Context: an optimization exercise on an open-source flow, tuned for small area, a short achievable clock period and few clock cycles. The choices shown serve that exercise and are no tape-out recipe. RTL that was checked went through simulation tests only; none was proved equivalent to the original. No functional check of the RTL was part of runs 2 and 3.

## flow/design.v (module list and top-level ports; edited modules follow where they fit)
// module muldiv_unit_p: 1385 lines
// module muldiv_bk_add: 31 lines
// module muldiv_fa: 10 lines
// module muldiv_ha: 9 lines
module muldiv_unit_p #(
    parameter int WIDTH = 32,
    parameter int K     = 2,
    parameter int R4    = 0
) (
    input  logic             clk,
    input  logic             reset,
    input  logic             start,
    input  logic [2:0]       op,
    input  logic [WIDTH-1:0] src_a,
    input  logic [WIDTH-1:0] src_b,
    input  logic             cancel,
    input  logic             wr_en,
    input  logic             wr_hi,
    input  logic [WIDTH-1:0] wr_data,
    output logic             busy,
    output logic             done,
    output logic [WIDTH-1:0] hi,
    output logic [WIDTH-1:0] lo
);
  // ...
==> flow/flow/run.sh <==
#!/bin/bash
set -euo pipefail
ARGS=$(cat flow/make_args.txt)
bash standard.sh $ARGS finish > orfs_make.log 2>&1
==> flow/flow/make_args.txt <==
SETUP_SLACK_MARGIN=6
==> flow/standard.sh <==
#!/bin/bash
# synth_recipe.tcl (not shown) runs the flow's synth.tcl, then flattens the netlist and writes it again
# the make line also repeats each setting of config.mk as NAME=value (left out here)
make -C /OpenROAD-flow-scripts/flow DESIGN_CONFIG=/design/flow/config.mk WORK_HOME=/design/flow/orfs CLKGATE_MAP_FILE= SYNTH_SCRIPT=/design/flow/synth_recipe.tcl "${@:-finish}"
==> flow/config.mk <==
export PLATFORM = sky130hd
export DESIGN_NAME = muldiv_unit_p
export DESIGN_NICKNAME = muldiv_unit_p
export VERILOG_FILES = /design/flow/design.v
export SDC_FILE = /design/flow/constraint.sdc
export NUM_CORES = 4
export LEC_CHECK = 0
export ABC_AREA = 1
export CAP_MARGIN = 30
export CORE_MARGIN = 2
export CORE_UTILIZATION = 40
export CTS_BUF_LIST = sky130_fd_sc_hd__clkbuf_4 sky130_fd_sc_hd__clkbuf_8
export SLEW_MARGIN = 30
export SYNTH_HIERARCHICAL = 1
==> flow/constraint.sdc <==
create_clock -name core_clock -period 13.0 [get_ports {clk}]
set_input_delay 2.6000 -clock core_clock [delete_from_list [all_inputs] [get_ports {clk}]]
set_output_delay 2.6000 -clock core_clock [all_outputs]
set_load 0.01 [all_outputs]
==> results.txt, run 1 <==
Fin area -> 0.0421 mm^2
Top flop regs -> ye_q x35, xe_q x33
Final setup fails -> 0
CP Max Fanout -> 33
Die extent in x -> 307 um
Row count -> 111
ANT nets after route -> 0
RSZ-0062 raised after global routing -> yes
Crit path max-delay family -> adder cells
Fin Hold WS -> 0.532 ns
Initial antenna violation count -> 7
GP Congestion -> 1.01
Hold_sp -> lo[8]
Met2 GRT Util -> 0.549
CTS tree -> built
Core Region -> 0.0912 mm^2
Grt total ovfl -> 0
Pre-CTS setup slack -> 3.93 ns
Status -> no timing/DRC/antenna violations
Worst setup margin -> 6.14 ns
Post-CTS Setup Bufs -> 11
Max-area cell class -> multi-input gates
Clock latency on the worst-skew pair -> 0.65 ns
Syn avg cell area -> 7.75 um^2
Layout Nets -> 5,472
Clock Buffer Count -> 61
Testbench counts, summed over its fixed seeds: cycles 15,792.
==> run 2: changes to the inputs <==
--- a/flow/design.v
+++ b/flow/design.v
@@ -21,16 +21,17 @@
     localparam int DW = 33 + K;                
     localparam int YW = (DW > 33) ? DW : 33;
     typedef enum logic [1:0] {M0, M1, DSTEP, DFIX} mode_t;
     mode_t         mode;
     logic          short_q;              
     logic [2:0]    op_q;
     logic [32:0]   xe_q;                 
     logic [YW-1:0] ye_q;                 
+    logic [5:0]    shp_q;                
     logic          ym1_q;                
     logic [31:0]   r_q, q_q;             
     logic [5:0]    cnt_q;                
     logic          first_q;              
     logic          triv_q, bzero_q;      
     logic          qneg_q, rneg_q;
     logic          fixq_q, fixr_q;       
     logic          selacc_q, selt_q, selfix_q;    
@@ -48,17 +49,16 @@
             end
         end
         lzc32 = vl[0] ? {1'b0, pos[0]} : 6'd32;
     endfunction
     logic        in_sgn, in_div, fit_a, fit_b, swap, in_sa, in_sb, am_co, bm_co;
     logic [31:0] in_am, in_bm;
     logic [5:0]  in_za, in_zb;
     logic [5:0]  in_shp, in_ncyc;        
-    logic [DW-1:0] in_dal;
     always_comb begin
         in_sgn = !op[0];
         in_div = (op[2:1] == 2'b01);
         fit_a  = (src_a[31:17] == 15'h0) || (in_sgn && (src_a[31:17] == 15'h7fff));
         fit_b  = (src_b[31:17] == 15'h0) || (in_sgn && (src_b[31:17] == 15'h7fff));
         swap   = !in_div && !fit_b && fit_a;
         in_sa  = in_sgn && src_a[31];
         in_sb  = in_sgn && src_b[31];
@@ -73,17 +73,16 @@
         in_ncyc = 6'd0;
         in_shp  = 6'(K - 1);
         for (int i = 0; i < 34; i++) begin
             if (in_she == 7'(i)) begin
                 in_ncyc = 6'(i / K);
                 in_shp  = 6'((i / K + 1) * K - 1);
             end
         end
-        in_dal = DW'(in_bm) << in_shp;
     end
     logic accept;
     assign accept = !busy && start && !cancel;
     logic        sub;
     logic [33:0] xs;
     logic [18:0] yb;
     logic [63:0] addend, tree_a, tree_b, tsum;
     logic        fixq, fixr, tsum_co;
@@ -1223,28 +1222,30 @@
     assign tree_a[61] = hc326;
     assign tree_b[61] = hs327;
     assign tree_a[62] = hc327;
     assign tree_b[62] = hs328;
     assign tree_a[63] = hc328;
     assign tree_b[63] = hs329;
     muldiv_bk_add #(.W(64)) u_cpa (.a(tree_a), .b(tree_b), .cin(1'b0), .s(tsum), .cout(tsum_co));
     localparam int NU = R4 + (K - 2 * R4);
+    logic [DW-1:0] dcur;                 
+    assign dcur = first_q ? (DW'(ye_q[31:0]) << shp_q) : DW'(ye_q);
     logic [31:0]   rs [0:NU];
     logic [K-1:0]  qbits;
     assign rs[0] = r_q;
     for (genvar u = 0; u < NU; u++) begin : g_unit
         if (u < R4) begin : g_r4
             localparam int J = 2 * u;
             logic [DW-1:0] d1, d2;
             logic          z1, z2, c1, c2, ge1, ge2, ge3, co3;
             logic [31:0]   t1, t2;
             logic [33:0]   cs_s, cs_c, t3;
-            assign d2 = DW'(ye_q) >> J;           
-            assign d1 = DW'(ye_q) >> (J + 1);
+            assign d2 = dcur >> J;           
+            assign d1 = dcur >> (J + 1);
             assign z1 = (d1[DW-1:32] == '0);
             assign z2 = (d2[DW-1:32] == '0);
             muldiv_bk_add #(.W(32)) u_t1 (.a(rs[u]), .b(~d1[31:0]), .cin(1'b1), .s(t1), .cout(c1));
             muldiv_bk_add #(.W(32)) u_t2 (.a(rs[u]), .b(~d2[31:0]), .cin(1'b1), .s(t2), .cout(c2));
             always_comb begin
                 logic [33:0] x, y, z;
                 x    = {2'b00, rs[u]};
                 y    = ~{2'b00, d1[31:0]};
@@ -1259,17 +1260,17 @@
             assign qbits[K-1-J]   = ge2;
             assign qbits[K-2-J]   = ge2 ? ge3 : ge1;
             assign rs[u+1] = ge2 ? (ge3 ? t3[31:0] : t2) : (ge1 ? t1 : rs[u]);
         end else begin : g_r2
             localparam int J = 2 * R4 + (u - R4);
             logic [DW-1:0] d1;
             logic          z1, c1, ge1;
             logic [31:0]   t1;
-            assign d1 = DW'(ye_q) >> J;
+            assign d1 = dcur >> J;
             assign z1 = (d1[DW-1:32] == '0);
             muldiv_bk_add #(.W(32)) u_t1 (.a(rs[u]), .b(~d1[31:0]), .cin(1'b1), .s(t1), .cout(c1));
             assign ge1 = z1 && c1;
             assign qbits[K-1-J] = ge1;
             assign rs[u+1] = ge1 ? t1 : rs[u];
         end
     end
     logic [31:0] r_n, q_n;
@@ -1357,31 +1358,32 @@
             bzero_q <= (src_b == 32'h0);
             triv_q  <= (src_b == 32'h0) || in_she[6];
             qneg_q  <= in_sa ^ in_sb;
             rneg_q  <= in_sa;
             r_q     <= in_am;
             q_q     <= 32'h0;
             cnt_q   <= in_ncyc;
             xe_q    <= swap ? {in_sgn & src_b[31], src_b} : {in_sgn & src_a[31], src_a};
-            if (in_div) ye_q <= YW'(in_dal);
+            shp_q   <= in_shp;
+            if (in_div) ye_q <= YW'(in_bm);
             else        ye_q <= YW'(swap ? {in_sgn & src_a[31], src_a} : {in_sgn & src_b[31], src_b});
         end else begin
             first_q <= 1'b0;
             case (mode)
                 M0: begin
                     {r_q, q_q} <= tsum;
                     ye_q  <= YW'({{18{ye_q[32]}}, ye_q[32:18]});
                     ym1_q <= ye_q[17];
                 end
                 DSTEP: begin
                     r_q    <= r_n;
                     q_q    <= q_n;
                     cnt_q  <= cnt_q - 6'd1;
-                    ye_q   <= (cnt_q == 6'd0) ? '0 : YW'(ye_q >> K);
+                    ye_q   <= (cnt_q == 6'd0) ? '0 : YW'(dcur >> K);
                 end
                 default: ;
             endcase
         end
     end
 endmodule
 module muldiv_bk_add #(
     parameter int W = 32
==> flow/config.mk (replaced) <==
export PLATFORM = sky130hd
export DESIGN_NAME = muldiv_unit_p
export DESIGN_NICKNAME = muldiv_unit_p
export VERILOG_FILES = /design/flow/design.v
export SDC_FILE = /design/flow/constraint.sdc
export NUM_CORES = 4
export LEC_CHECK = 0
export ABC_AREA = 1
export CAP_MARGIN = 30
export CORE_MARGIN = 2
export CORE_UTILIZATION = 40
export SLEW_MARGIN = 30
export SYNTH_HIERARCHICAL = 1
==> run 2 against run 1 <==
- still clean on timing, DRC and antenna
- core utilization about the same
- final area up 2.5%
- critical endpoint is now hi[27]
- highest routed layer unchanged
==> results.txt, run 2 <==
Status -> no timing/DRC/antenna violations (unchanged)
Max Cap Viol -> 0 (unchanged)
Initial drt markers -> 5,401 (was 5,330)
HPWL after detailed placement -> 135,000 um (was 129,000 um)
CTS tree -> built (unchanged)
CTS root buf -> clkbuf_16 (was clkbuf_8)
GP Congestion -> 1.04 (was 1.01)
Share of cells above drive strength 1 -> 0.0969 (was 0.104)
Top flop regs -> xe_q x33, ye_q x33 (was ye_q x35, xe_q x33)
Most common cell after layout, fill and taps aside -> nand2_1 (unchanged)
CTS Buffer Depth -> 3 (unchanged)
Slowest cell on crit path -> xor2_1 (was fa_1)
CP Max Fanout -> 42 (was 33)
Slew Viols, Final -> 0 (unchanged)
DRT Pass-1 Iters -> 8 (was 9)
Pre-CTS setup slack -> 4.42 ns (was 3.93 ns)
Largest net degree at the start of global routing -> 84 (was 69)
FF-to-FF End -> hi[27] (was hi[10])
Post-DR wirelength/cell -> 28.5 um (was 28.4 um)
Hold Path Stages -> 2 (was 1)
Reg2Reg Depth -> 23 (was 26)
Fin crit period -> 7.00 ns (was 6.86 ns)
Setup TNS -> 0 ns (unchanged)
Clock sink count -> 223 (was 220)
Reg2Reg Setup Slack -> 6.00 ns (was 6.14 ns)
Area Growth Syn to Fin -> 14.3% (was 14.7%)
Hold Crit Endpoint -> q_q[30] (was lo[8])
Worst EP arrival -> 7.57 ns (was 7.33 ns)
Worst Max-Slew Pin Slew -> 1.08 ns (was 1.05 ns)
Clk_skew -> 0.0570 ns (was 0.0502 ns)
Vias -> 39,100 (was 37,700)
First-pass GRT wire length -> 258,000 um (was 248,000 um)
Hold WC Path Type -> reg -> reg (unchanged)
Routed WL -> 181,000 um (was 172,000 um)
Grt total ovfl -> 0 (unchanged)
Core Region -> 0.0935 mm^2 (was 0.0912 mm^2)
Final Hold Viols -> 0 (unchanged)
H-tree depth -> 1 (was 2)
Worst endpoint required time -> 13.57 ns (was 13.47 ns)
DIE HEIGHT -> 311 um (was 307 um)
Syn avg cell area -> 7.60 um^2 (was 7.75 um^2)
Initial Util -> 0.404 (was 0.402)
Clock latency on the worst-skew pair -> 0.64 ns (was 0.65 ns)
Post-synthesis cell count -> 4,972 (was 4,735)
Clock transition at path regs -> 0.06 ns (about the same)
Most frequent cell on the critical path -> fa_1 (unchanged)
Slew headroom -> 0.273 (was 0.295)
Post-Place Cells -> 6,208 (was 5,907)
Post-DR vias/cell -> 6.16 (was 6.24)
Share of the clock period used by the worst path -> 0.539 (was 0.528)
Vias in the first global route -> 36,700 (was 35,800)
Hold_sp -> q_q[30] (was lo[8])
Row count -> 112 (was 111)
IO Pins -> 171 (unchanged)
Crit. End Element -> flop (unchanged)
RSZ-0062 raised after global routing -> no (was yes)
Count of input and output buffers -> 170 (unchanged)
Synth Cell Area -> 0.0378 mm^2 (was 0.0367 mm^2)
FMAX -> 143 MHz (was 146 MHz)
Die Area -> 0.0969 mm^2 (was 0.0942 mm^2)
Die extent in x -> 311 um (was 307 um)
ANT nets after route -> 0 (unchanged)
Commonest cells after routing, fill and taps aside -> nand2_1 (880), inv_1 (467), xor2_1 (398), fa_1 (343), o22ai_1 (308) (was nand2_1 (847), inv_1 (382), xor2_1 (356), fa_1 (335), o22ai_1 (315))
WS Path Type -> reg -> reg (unchanged)
Post-layout util -> 0.462 (about the same)
Crit-path cells -> buf_16 -> a21oi_1 -> a22oi_2 -> fa_1 -> fa_1 -> fa_1 -> fa_1 -> fa_1 -> ha_1 -> nand2_1 -> a21oi_1 -> nor2_1 -> nand2_1 -> a21oi_2 -> nand2_4 -> nand2_1 -> nand3_1 -> fa_1 -> xor2_1 -> a21oi_1 -> nand2_1 -> nand2_1 -> a21oi_2
Initial antenna violation count -> 11 (was 7)
Reg-to-Reg Start -> selfix_q (was op_q[1])
Tot GR Track Use -> 0.359 (was 0.356)
CP Launch Type -> flop (unchanged)
Layout Nets -> 5,707 (was 5,472)
Slowest stage delay, CP -> 0.74 ns (was 0.53 ns)
Cell Count, Final, Fillers Out -> 6,344 (was 6,047)
Detailed-route DRC error count -> 0 (unchanged)
Final setup fails -> 0 (unchanged)
Worst setup margin -> 6.00 ns (was 6.14 ns)
Yosys warning count -> 15 (unchanged)
CTS buffer count -> 30 (was 43)
-- run 2: layout make-up --
type                    instances  area (um^2)
fillers                      9390        50300
multi-input cells            3928        29200
flip-flops and latches        223         5970
repair buffers                341         3260
inverters                     539         2120
well taps                    1254         1570
clock buffers                  45          867
clock inverters                11          185
repair inverters                1         7.51
diodes                          2         5.00
-- run 2: what timing repair did --
| item | 4_1_cts | 5_1_grt |
|---|---|---|
| hold buffers | 0 | 0 |
| cloned | 6 | 5 |
| buffers inserted | 18 | 48 |
| endpoints found under the setup margin | 102 | 92 |
| resized for setup | 64 | 91 |
| pin swaps | 4 | 15 |
-- run 2: worst max-delay path: cells and delay by family (launching register included) --
kind,cells,cell delay [ns]
adders and majority gates,7,3.11
xor gates and xnor gates,1,0.74
buffers and inverters,1,0.31
DFF,1,0.68
and+or+nand+nor,8,0.79
AOI/OAI and AO/OA,6,1.32
-- run 2: per-stage QoR --
stage / area [um^2] / hold WS (ns)
final: 43200 / 0.527
after floorplan: 37900 / 0.470
after global placement: 40600 / 0.497
after CTS: 42200 / 0.519
after detailed placement: 40700 / 0.510
after global routing: 43200 / 0.566
-- run 2: worst max-delay path by stage --
stage          startpoint        to  cells past startpoint
2_1_floorplan       op[0]  cnt_q[3]                     26
3_5_place_dp     shp_q[2]   r_q[31]                     41
5_1_grt          shp_q[1]    hi[23]                     49
4_1_cts             op[0]  cnt_q[0]                     26
6_report         selfix_q    hi[27]                     23
3_3_place_gp     shp_q[2]   r_q[15]                     41
-- run 2: per-layer routing --
layer | wire length (um) | global-route usage | vias to the layer above
met5 | 126 | 0 | -
met4 | 10500 | 0.164 | 18
met3 | 25200 | 0.111 | 512
met2 | 74600 | 0.525 | 2841
met1 | 70600 | 0.483 | 18800
li1 | - | - | 16900
==> run 3: changes to the inputs <==
==> flow/flow/make_args.txt (replaced) <==
SETUP_SLACK_MARGIN=6.5
==> run 3 against run 2 <==
- still clean on timing, DRC and antenna
- register-to-register slack improved by 0.39 ns
- final area increased by 5.4%
- critical path depth increased by 7
- clock skew decreased by 0.0011 ns
- first-iteration DRC count increased by 5.7%
- fmax increased by 6.0%
- clock-buffer cell count unchanged
- critical path type unchanged
- highest routed layer unchanged
==> results.txt, run 3 <==
Status -> no timing/DRC/antenna violations (unchanged)
Post-synthesis cell count -> 4,972 (unchanged)
Vias in the first global route -> 37,000 (was 36,700)
Slowest cell on crit path -> fa_1 (was xor2_1)
Initial antenna violation count -> 13 (was 11)
Slowest stage delay, CP -> 0.56 ns (was 0.74 ns)
IO Pins -> 171 (unchanged)
Routed WL -> 185,000 um (was 181,000 um)
Post-DR wirelength/cell -> 28.7 um (was 28.5 um)
Clk_skew -> 0.0559 ns (was 0.0570 ns)
Commonest cells after routing, fill and taps aside -> nand2_1 (869), inv_1 (452), xor2_1 (369), fa_1 (309), o22ai_1 (294) (was nand2_1 (880), inv_1 (467), xor2_1 (398), fa_1 (343), o22ai_1 (308))
Clock sink count -> 223 (unchanged)
CP Launch Type -> flop (unchanged)
Core Region -> 0.0935 mm^2 (unchanged)
Seq. cell area -> 0.00598 mm^2 (was 0.00597 mm^2)
DRT Pass-1 Iters -> 7 (was 8)
Initial drt markers -> 5,710 (was 5,401)
Worst EP arrival -> 7.17 ns (was 7.57 ns)
Count of input and output buffers -> 170 (unchanged)
Slew Viols, Final -> 0 (unchanged)
Syn avg cell area -> 7.60 um^2 (unchanged)
Post-layout util -> 0.487 (was 0.462)
Row count -> 112 (unchanged)
Share of cells above drive strength 1 -> 0.148 (was 0.0969)
Detailed-route DRC error count -> 0 (unchanged)
Crit. End Element -> flop (unchanged)
Reg2Reg Setup Slack -> 6.39 ns (was 6.00 ns)
Fin crit period -> 6.61 ns (was 7.00 ns)
Most frequent cell on the critical path -> nand2_1 (was fa_1)
DIE HEIGHT -> 311 um (unchanged)
Max Cap Viol -> 0 (unchanged)
Hold WC Path Type -> reg -> reg (unchanged)
Yosys warning count -> 15 (unchanged)
Tot GR Track Use -> 0.363 (was 0.359)
CTS tree -> built (unchanged)
Fillers -> 9,187 (was 9,390)
Slew headroom -> 0.227 (was 0.273)
Multi-input gate area -> 0.0304 mm^2 (was 0.0292 mm^2)
Die extent in x -> 311 um (unchanged)
WS Path Type -> reg -> reg (unchanged)
Layout Nets -> 5,791 (was 5,707)
Die Area -> 0.0969 mm^2 (unchanged)
Vias -> 39,600 (was 39,100)
Final setup fails -> 0 (unchanged)
Max layer used -> met5 (unchanged)
Worst Max-Slew Pin Slew -> 1.15 ns (was 1.08 ns)
Largest net degree at the start of global routing -> 80 (was 84)
Most common cell after layout, fill and taps aside -> nand2_1 (unchanged)
HPWL after detailed placement -> 135,000 um (unchanged)
Synth Cell Area -> 0.0378 mm^2 (unchanged)
RSZ-0062 raised after global routing -> yes (was no)
CTS Buffer Depth -> 3 (unchanged)
First-pass GRT wire length -> 261,000 um (was 258,000 um)
Setup TNS -> 0 ns (unchanged)
Clock latency on the worst-skew pair -> 0.64 ns (about the same)
Clock transition at path regs -> 0.06 ns (about the same)
Metal-1 WL -> 71,200 um (was 70,600 um)
Met3 routed WL -> 25,600 um (was 25,200 um)
Area Growth Syn to Fin -> 20.4% (was 14.3%)
H-tree depth -> 1 (unchanged)
Met2 wire length -> 75,800 um (was 74,600 um)
Initial Util -> 0.404 (unchanged)
GP Congestion -> 1.04 (unchanged)
CP Max Fanout -> 12 (was 42)
Worst endpoint required time -> 13.56 ns (was 13.57 ns)
Final Hold Viols -> 0 (unchanged)
Top flop regs -> xe_q x33, ye_q x33 (unchanged)
Share of the clock period used by the worst path -> 0.508 (was 0.539)
ANT nets after route -> 0 (unchanged)
Grt total ovfl -> 0 (unchanged)
FMAX -> 151 MHz (was 143 MHz)
Post-DR vias/cell -> 6.16 (about the same)
CTS root buf -> clkbuf_16 (unchanged)
CTS buffer count -> 30 (unchanged)
==> run 3: path summary, 6_finish.rpt <==
kind	from	to	cells past startpoint
setup reg to reg	selt_q	hi[23]	30
max in group asynchronous	reset	busy	3
hold reg to reg	q_q[30]	q_q[30]	2
min in group asynchronous	reset	done	3
setup / recovery	selt_q	hi[23]	30
hold / removal	q_q[30]	q_q[30]	2
==> run 3: stage by stage <==
stage          instance area (um^2)  instances  hold slack, ns  setup slack [ns]
2_1_floorplan                 37900       4996           0.470              6.60
3_3_place_gp                  40600       6206           0.497              4.46
3_5_place_dp                  40700       6208           0.510              4.42
4_1_cts                       43100       6319           0.519              6.49
5_1_grt                       45500       6427           0.566              6.26
6_report                      45500       6433           0.514              6.39
==> run 3: area by class of cell <==
| type | count | share of cell area |
|---|---|---|
| repair inverters | 3 | 0.000770 |
| clock buffers | 45 | 0.0191 |
| multi-input cells | 3931 | 0.669 |
| clock inverters | 11 | 0.00407 |
| flip-flops and latches | 223 | 0.131 |
| diodes | 7 | 0.000385 |
| inverters | 539 | 0.0476 |
| repair buffers | 420 | 0.0933 |
| well taps | 1254 | 0.0345 |
==> run 3: repair_timing <==
item | in CTS | in global routing
gates resized for setup | 184 | 287
pin swaps | 24 | 92
buffers inserted | 45 | 94
hold buffers | 0 | 0
gates cloned | 10 | 11
setup endpoints to repair | 110 | 100
==> run 3: critical path: cells and delay by family, from the launching register on <==
family          cells  cell delay [ns]
fa+ha+maj           7             3.06
compound gates      4             0.99
buf+inv             4             0.56
xor+xnor            1             0.24
simple gates       14             1.32
flops               1             0.35
==> run 3: layer usage <==
| layer | vias to the layer above | GRT usage |
|---|---|---|
| li1 | 17000 | - |
| met1 | 19100 | 0.489 |
| met2 | 2931 | 0.533 |
| met3 | 616 | 0.108 |
| met4 | 12 | 0.169 |
| met5 | - | 0 |

-- re-timing with driven ports --
In the flow no input, the clock included, has a driving cell. The finished layouts below were timed again as built, in two steps. Step 1 sets driving cells, clkbuf_16 on the clock port and buf_2 on the other inputs (assumed; they add their load-dependent delay and slew). Step 2 moves the port delays by t, midway between the first and last clock arrival at a register: inputs arrive t later, outputs are due t later. That takes back most of the time a late clock gives input paths. Slacks: ideal ports / drivers / drivers and shift; pairs: ideal ports / drivers.
| run | t, ns | setup slack, ns | worst setup path after step 2 |
|---|---|---|---|
| run 1 | 0.691 | 6.141 / 6.141 / 5.561 | input to register |
| run 2 | 0.688 | 5.997 / 5.997 / 5.621 | input to register |
| run 3 | 0.685 | 6.391 / 6.391 / 5.973 | input to register |
After both steps every run listed still meets setup and hold. For run 1, which loses most, drivers alone change the setup slack by 0.000 ns; drivers and shift together by -0.580 ns.
